This is an optimization exercise on Yosys and OpenROAD, whose aim is small area, a short achievable clock period and few clock cycles per item, not a production implementation. At most, simulation tests tie the RTL to the original design; equivalence was not proved. Power and IR drop assume default switching activity.

## pen_event_throttle_core
module pen_event_throttle_core (
  input  logic        clk,
  input  logic        rst,
  input  logic        s_tvalid,
  output logic        s_tready,
  input  logic [63:0] s_tdata,    
  input  logic [2:0]  s_tuser,    
  output logic        m_tvalid,
  input  logic        m_tready,
  output logic [31:0] m_tdata,    
  output logic        m_tuser,    
  input  logic        cfg_valid,
  output logic        cfg_ready,
  input  logic [2:0]  cfg_index,
  input  logic [15:0] cfg_data
);
Settings: LEC_CHECK=0, CAP_MARGIN=20, CORE_MARGIN=2, CORE_UTILIZATION=55, SETUP_SLACK_MARGIN=5, SLEW_MARGIN=20; clock period 12.0 ns.
run.sh (not shown) runs the stock make flow with config.mk's settings and CLKGATE_MAP_FILE= SYNTH_SCRIPT=/design/flow/synth_recipe.tcl, a recipe that flattens the netlist after the stock synthesis.
Testbench counts at the start, summed over its fixed seeds: cycles 3,346, items 2,459.
Edit:
--- a/flow/design.v
+++ b/flow/design.v
@@ -141,37 +141,39 @@
     c2 = {(s1[16:0] & c1[16:0]) | (s1[16:0] & d[16:0]) | (c1[16:0] & d[16:0]), 1'b0};
     y  = s2 + c2;
     abs_sum_lt = y[17];
   endfunction
   function automatic logic [3:0] msb12(input logic [11:0] v);
     msb12 = 4'd0;
     for (int i = 1; i < 12; i++) begin
       if (v[i]) msb12 = 4'(i);
     end
   endfunction
   logic [11:0] tap_radius;
+  logic [11:0] tap_radius_n;   
   logic [11:0] tap_radius_min;
   logic [11:0] rad_hi;         
   logic [15:0] shrink_period_ms;
   logic [22:0] per_scaled;     
   logic [6:0]  shrink_percent;
   logic [9:0]  move_lim;       
   logic [9:0]  gest_lim;       
   logic        pend_s, pend_m, pend_g;   
   logic        sq_done_s, sq_done_m, sq_done_g;   
   logic [22:0] sq_scaled;
   logic [9:0]  sq_lim;
   assign cfg_ready = 1'b1;
   always_ff @(posedge clk) begin
     if (rst) begin
       tap_radius       <= 12'd10;
+      tap_radius_n     <= ~12'd10;
       tap_radius_min   <= 12'd2;
       rad_hi           <= 12'd10;
       shrink_period_ms <= 16'd100;
       per_scaled       <= 23'd10000;
       shrink_percent   <= 7'd10;
       move_lim         <= 10'd16;
       gest_lim         <= 10'd16;
       pend_s           <= 1'b0;
       pend_m           <= 1'b0;
       pend_g           <= 1'b0;
     end else begin
@@ -183,23 +185,24 @@
       if (sq_done_m) begin
         move_lim <= sq_lim;
         pend_m   <= 1'b0;
       end
       if (sq_done_g) begin
         gest_lim <= sq_lim;
         pend_g   <= 1'b0;
       end
       if (cfg_valid) begin
         case (cfg_index)
           pet_pkg::REG_TAP_RADIUS: begin
-            tap_radius <= cfg_data[11:0];
+            tap_radius   <= cfg_data[11:0];
+            tap_radius_n <= ~cfg_data[11:0];
           end
           pet_pkg::REG_TAP_RADIUS_MIN: begin
             tap_radius_min <= cfg_data[11:0];
           end
           pet_pkg::REG_SHRINK_PERIOD: begin
             shrink_period_ms <= cfg_data;
             pend_s           <= 1'b1;
           end
           pet_pkg::REG_SHRINK_PERCENT: shrink_percent <= cfg_data[6:0];
           pet_pkg::REG_MAX_MOVE_RATE: begin
             move_lim <= cfg_data[9:0];    
@@ -310,23 +313,23 @@
   logic [21:0] t_hi_m1;
   logic        rm_hi_ok, rg_hi_ok;
   logic        m_rate, g_rate, g_near, m_same;
   logic        need_trk, e_drop, e_ready;
   logic        sq_done, sq_res;
   logic [15:0] res_x, res_y;
   assign t_hi_m1  = e_thm1;
   assign m_rate   = rate_chk(e_t[9:0], lm_t[9:0], move_lim,
                               e_t[31:10] == lm_t[31:10], t_hi_m1 == lm_t[31:10]);
   assign g_rate   = rate_chk(e_t[9:0], lg_t[9:0], gest_lim,
                               e_t[31:10] == lg_t[31:10], t_hi_m1 == lg_t[31:10]);
-  assign g_near   = near(lg_x, e_x, tap_radius) && near(lg_y, e_y, tap_radius);
+  assign g_near   = near(lg_x, e_x, ~tap_radius_n) && near(lg_y, e_y, ~tap_radius_n);
   assign m_same = e_x == lm_x && e_y == lm_y;
   assign need_trk = e_ismove && tracking && e_tslow;
   always_comb begin
     case (e_op)
       OP_MOVE: e_drop = tracking ? (e_tslow ? sq_res : e_tdrop) : (m_same || m_rate);
       OP_GEST: e_drop = g_near || g_rate;
       default: e_drop = 1'b0;
     endcase
   end
   assign e_ready = !(e_ismove && tracking && e_tslow && !sq_done) &&
                    !(e_ismove && !tracking && pend_m) &&
Global-route usage is about the same.
Combinational power rises by 6.5%.
Power went up by 4.3%.
Cell count came out lower by 3.3%.
Wire length falls by 1.1%.
Area after synthesis is lower by 1.3%.
Count of clock-buffer cells in the layout falls by 1.
Sequential power grows by about 2%.
Critical path depth does not change.
Design area fell by 1.0%.
Non-clock buffer count shrinks by 7.
Hold slack stays flat.
Core utilization goes down by 0.17 points.
Only the layout flow was run in the second run of this note; the RTL was not checked for function there.

## afterwards: timing with drivers on the ports
The flow's constraints put no driver on any port. The routed layouts listed below were extracted and timed again, unchanged, in two steps. Step 1: set_driving_cell puts a clkbuf_16 on clk and a buf_2 on each other input, an assumption about the parent block. Step 2 times the ports against the registers' clock, not the clock port: input delays grow and output delays shrink by t, the midpoint of the rising clock arrivals with the driver on. Slacks: ideal / step 1 / step 2; pairs: ideal / step 1.
run	t (ns)	setup slack, ns	hold slack, ns
the first run	0.728	6.010 / 6.010 / 6.010	0.451 / 0.451 / 0.451
the second run	0.716	5.798 / 5.798 / 5.798	0.451 / 0.451 / 0.451
After both steps setup and hold are still met in every run listed.
